What follows belongs to an exercise in optimizing a design on an open flow for small area and a short achievable clock period; a production flow would make more cautious choices.
Where RTL was checked, it was by simulation tests only, not by an equivalence proof against the original.
Power and IR drop assume default switching activity.

== alpha ==
## ex_stage
module ex_stage (
    input  logic                  clk,
    input  logic                  rst,
    input  logic [32-1:0]   instr_i,
    input  logic [32-1:0]   data_a_i,
    input  logic [32-1:0]   data_b_i,
    input  logic [32-1:0]   npc_i,
    input  logic                  valid_i,
    input  logic [5:0]            ip_i,
    output logic                  out_valid_o,
    output logic                  reg_write_o,
    output logic [32-1:0]   result_o,
    output logic                  redirect_o,
    output logic [32-1:0]   redirect_pc_o,
    output logic                  exception_o,
    output logic [4:0]            exc_code_o
);
Settings: LEC_CHECK=0, ABC_AREA=1, CAP_MARGIN=20, CORE_MARGIN=2, CORE_UTILIZATION=40, PLACE_DENSITY=0.85, SETUP_SLACK_MARGIN=3.5, SLEW_MARGIN=20; clock period 8.0 ns.
standard.sh (not shown) runs the stock make flow with config.mk's settings and CLKGATE_MAP_FILE= SYNTH_SCRIPT=/design/flow/synth_recipe.tcl, a recipe that flattens the netlist after the stock synthesis.
==> flow/flow/run.sh <==
#!/bin/bash
# The standard layout (ORFS, standard synthesis script and steps) with three ORFS
# variables changed: no full-adder extraction (ADDER_MAP_FILE empty), Yosys's default
# carry-lookahead map instead of the Kogge-Stone one (SYNTH_OPERATIONS_ARGS set), and
# port buffers of the plain buffer cell. Registers, names and all later steps are the
# standard flow's. The full make output goes to standard.log in the work folder.
set -euo pipefail
bash standard.sh ADDER_MAP_FILE= SYNTH_OPERATIONS_ARGS=-noshare \
  "BUFFER_PORTS_ARGS=-buffer_cell sky130_fd_sc_hd__buf_1" finish > standard.log 2>&1
Inputs modified between alpha and beta:
- PLACE_DENSITY no longer set, was 0.85
### Flow results
- Vias: beta below alpha
- Reported for beta and alpha, count of sequential standard cells turned out identical to the last digit.
- Delta(met2 capacity usage during global routing, beta - alpha) > 0
- instr_i[12] as the startpoint of the worst setup timing path was reported by alpha, and data_b_i[31] by beta.
- Compare beta and alpha | via density per instance lower: beta
- Lower total detailed-routing wirelength goes to alpha over beta.
- Going from alpha to beta, the design area was found to have gone up by 1.2%.
- Capturing element of the worst setup path: result_q[25] -> alpha, s1 -> beta
- Relative area change from synthesis to final layout in beta is 1.4 points above alpha.
- Summary: with alpha as the reference, post-route total power in beta moved up by a few percent.
No functional check of the RTL was part of any run of this note.

---

Setup of sierra:
ex_stage, a different RTL version from the one above (not shown whole).
Size in the first run: ~2700 cells after synthesis, about 180 flip-flops, roughly 210 I/O pins, roughly 16000 um^2 of cells after synthesis.
// ex_stage
module ex_stage (
    input  logic                  clk,
    input  logic                  rst,
    input  logic [32-1:0]   instr_i,
    input  logic [32-1:0]   data_a_i,
    input  logic [32-1:0]   data_b_i,
    input  logic [32-1:0]   npc_i,
    input  logic                  valid_i,
    input  logic [5:0]            ip_i,
    output logic                  out_valid_o,
    output logic                  reg_write_o,
    output logic [32-1:0]   result_o,
    output logic                  redirect_o,
    output logic [32-1:0]   redirect_pc_o,
    output logic                  exception_o,
    output logic [4:0]            exc_code_o
);
clock: 8.0 ns
lec_check: 0
abc_area: 1
cap_margin: 20
core_margin: 2
core_utilization: 40
place_density: 0.85
setup_slack_margin: 3.9
slew_margin: 20
==> flow/flow/run.sh <==
#!/bin/bash
# The standard layout (ORFS make targets, the standard flow's synthesis script) with these changes:
#  - synthesis: no full-adder extraction (ADDER_MAP_FILE empty), Yosys's default
#    Brent-Kung carry map instead of the Kogge-Stone one (SYNTH_OPERATIONS_ARGS set), and
#    ABC mapping with flow/abc_area.script (ORFS's area script with a delay relaxation of 0.5 for
#    area recovery, map -B 0.5 instead of 0.9). It runs from a copy of ORFS's scripts folder that differs
#    only in that file; registers, their names and cell types are the standard synthesis's.
#  - port buffers of the plain buffer cell.
# Each step's full output goes to a log of its own in the work folder.
set -euo pipefail
W=$PWD
rm -rf "$W/orfs_scripts"
cp -r "$FLOW_HOME/scripts" "$W/orfs_scripts"
cp "$W/flow/abc_area.script" "$W/orfs_scripts/abc_area.script"
bash standard.sh SCRIPTS_DIR="$W/orfs_scripts" ADDER_MAP_FILE= SYNTH_OPERATIONS_ARGS=-noshare \
  synth > synth.log 2>&1
bash standard.sh ADDER_MAP_FILE= SYNTH_OPERATIONS_ARGS=-noshare \
  "BUFFER_PORTS_ARGS=-buffer_cell sky130_fd_sc_hd__buf_1" finish > standard.log 2>&1
==> flow/flow/abc_area.script <==
strash
dch
map -B 0.5
topo
stime -c
buffer -c
upsize -c
dnsize -c
--- input diff sierra..fjord ---
# sierra
export LEC_CHECK = 0
export ABC_AREA = 1
export CAP_MARGIN = 20
export CORE_MARGIN = 2
export CORE_UTILIZATION = 40
export PLACE_DENSITY = 0.85
export SETUP_SLACK_MARGIN = 3.9
export SLEW_MARGIN = 20
create_clock -name core_clock -period 8.0 [get_ports {clk}]
# fjord
export LEC_CHECK = 0
export ABC_AREA = 1
export CAP_MARGIN = 20
export CORE_MARGIN = 2
export CORE_UTILIZATION = 40
export PLACE_DENSITY = 0.85
export SETUP_SLACK_MARGIN = 3.6
export SLEW_MARGIN = 20
create_clock -name core_clock -period 8.0 [get_ports {clk}]
==> flow/flow/run.sh <==
#!/bin/bash
# The standard layout (ORFS, standard synthesis script and steps) with three ORFS
# variables changed: no full-adder extraction (ADDER_MAP_FILE empty), Yosys's default
# carry-lookahead map instead of the Kogge-Stone one (SYNTH_OPERATIONS_ARGS set), and
# port buffers of the plain buffer cell. Registers, names and all later steps are the
# standard flow's. The full make output goes to standard.log in the work folder.
set -euo pipefail
bash standard.sh ADDER_MAP_FILE= SYNTH_OPERATIONS_ARGS=-noshare \
  "BUFFER_PORTS_ARGS=-buffer_cell sky130_fd_sc_hd__buf_1" finish > standard.log 2>&1
removed: flow/flow/abc_area.script
[summary]
Per the comparison of fjord with sierra, area growth from synthesis to layout shrank by 7.7 points; met2 wire length saw a decrease; floorplan die area +about 2.2%; overall die width up about 1.1%; number of non-clock inverters in the layout now larger.
Area after synthesis: fjord vs sierra up 2.2%
Total power after layout: fjord better than sierra
fjord reports its slowest cell on the critical path as sky130_fd_sc_hd__a21oi_1 while sierra reports sky130_fd_sc_hd__o31ai_1.
| sequential share of layout area | higher: fjord |
On fjord: final period demand of the worst path is 0.36 ns higher than what sierra gave.
A first element of the critical path of instr_i[26] is what sierra shows, while instr_i[13] belongs to fjord.
In fjord, the worst hold slack came out 0.0079 ns below the value in sierra.
Actual transition at the worst max-transition pin on fjord is down relative to sierra.
--- input diff fjord..onyx ---
==> flow/flow/run.sh <==
#!/bin/bash
# The standard layout (ORFS make targets, the standard flow's synthesis script) with these changes:
#  - synthesis: no full-adder extraction (ADDER_MAP_FILE empty), Yosys's default
#    Brent-Kung carry map instead of the Kogge-Stone one (SYNTH_OPERATIONS_ARGS set), and
#    ABC mapping with flow/abc_area.script (ORFS's area script with map -B 0.5 and without ABC's own
#    buffering and sizing, which the layout's repair steps do). It runs from a copy of ORFS's scripts folder that differs
#    only in that file; registers, their names and cell types are the standard synthesis's.
#  - port buffers of the plain buffer cell.
# Each step's full output goes to a log of its own in the work folder.
set -euo pipefail
W=$PWD
rm -rf "$W/orfs_scripts"
cp -r "$FLOW_HOME/scripts" "$W/orfs_scripts"
cp "$W/flow/abc_area.script" "$W/orfs_scripts/abc_area.script"
bash standard.sh SCRIPTS_DIR="$W/orfs_scripts" ADDER_MAP_FILE= SYNTH_OPERATIONS_ARGS=-noshare \
  synth > synth.log 2>&1
bash standard.sh ADDER_MAP_FILE= SYNTH_OPERATIONS_ARGS=-noshare \
  "BUFFER_PORTS_ARGS=-buffer_cell sky130_fd_sc_hd__buf_1" finish > standard.log 2>&1
==> flow/flow/abc_area.script (new file) <==
strash
dch
map -B 0.5
topo
stime -c
==> comparison <==
Portion of netlist area occupied by mux cells: onyx vs fjord, no meaningful difference. In onyx, the core utilization of the finished layout came out 3.5 points above the value in fjord. Compared with fjord, onyx shows number of setup buffers added after CTS higher by 1. The final period utilization in onyx sits 1.3 points below the value recorded for fjord. On register-to-register slack, fjord beats onyx. Run comparison: onyx timing endpoint of the critical path result_q[18]$_DFF_P_; fjord timing endpoint of the critical path result_q[12]$_DFF_P_. In onyx the post-layout worst setup margin turned out 0.11 ns higher than in fjord. [onyx vs fjord] normalized max-slew margin: higher in onyx. Measured against each other, onyx and fjord differ in synthesized-area fraction occupied by xor and xnor cells, the lower figure coming from fjord. | wire length reported by the detailed router | onyx vs fjord | about 4.6% lower |. For onyx, the startpoint of the most critical setup path was instr_i[12], unlike fjord, where it was instr_i[13].
Here is what was changed in the inputs of pepper compared with onyx.
# onyx
export LEC_CHECK = 0
export ABC_AREA = 1
export CAP_MARGIN = 20
export CORE_MARGIN = 2
export CORE_UTILIZATION = 40
export PLACE_DENSITY = 0.85
export SETUP_SLACK_MARGIN = 3.6
export SLEW_MARGIN = 20
create_clock -name core_clock -period 8.0 [get_ports {clk}]
# pepper
export LEC_CHECK = 0
export ABC_AREA = 1
export CAP_MARGIN = 20
export CORE_MARGIN = 2
export CORE_UTILIZATION = 40
export PLACE_DENSITY = 0.85
export SETUP_SLACK_MARGIN = 3.3
export SLEW_MARGIN = 20
create_clock -name core_clock -period 8.0 [get_ports {clk}]
diff --git a/flow/flow/run.sh b/flow/flow/run.sh
--- a/flow/flow/run.sh
+++ b/flow/flow/run.sh
@@ -4,4 +4,4 @@
 #    Brent-Kung carry map instead of the Kogge-Stone one (SYNTH_OPERATIONS_ARGS set), and
-#    ABC mapping with flow/abc_area.script (ORFS's area script with map -B 0.5 and without ABC's own
-#    buffering and sizing, which the layout's repair steps do). It runs from a copy of ORFS's scripts folder that differs
+#    ABC mapping with flow/abc_area.script (ORFS's area script with a delay relaxation of 0.5 for
+#    area recovery, map -B 0.5 instead of 0.9). It runs from a copy of ORFS's scripts folder that differs
 #    only in that file; registers, their names and cell types are the standard synthesis's.
==> flow/flow/abc_area.script <==
strash
dch
map -B 0.5
topo
stime -c
buffer -c
upsize -c
dnsize -c
--- outcome ---
The final layout from pepper, which completed every stage, passed the timing, DRC and antenna checks at the end of the flow.
Critical path depth, onyx and pepper: lower on onyx
Placed cell area came out higher on pepper than on onyx.
Of pepper and onyx, it is pepper that has the lower pin slew with the least headroom to its limit.
Between onyx and pepper, the share of synthesized cell area in and, or, nand and nor gates is lower for pepper.

==> what the ideal ports hide <==
The flow's constraints put no driver on any port. The routed layouts listed below were extracted and timed again, unchanged, in two steps.
Step 1 (the two cells are an assumption about what drives the block):
set clk [get_ports {clk}]
set_driving_cell -lib_cell sky130_fd_sc_hd__clkbuf_16 $clk
set_driving_cell -lib_cell sky130_fd_sc_hd__buf_2 [delete_from_list [all_inputs] $clk]
Step 2 adds t to the input delays and takes it off the output delays; t is the mean of the earliest and latest rising clock arrival at the registers after step 1. Input paths then give back, and output paths get back, about the clock's delay inside the block.
Slacks: ideal ports / drivers / drivers and shift; pairs: ideal ports / drivers.
run | t (ns) | setup slack, ns | clock arrival spread, ns
alpha | 0.512 | 3.462 / 3.493 / 2.980 | 0.025 / 0.025
beta | 0.565 | 3.390 / 3.424 / 2.859 | 0.017 / 0.017
sierra | 0.522 | 3.819 / 3.841 / 3.336 | 0.012 / 0.012
fjord | 0.528 | 3.454 / 3.483 / 2.956 | 0.027 / 0.027
onyx | 0.516 | 3.561 / 3.545 / 3.030 | 0.013 / 0.013
pepper | 0.520 | 3.123 / 3.152 / 2.632 | 0.018 / 0.018
After both steps every run listed still meets setup and hold.
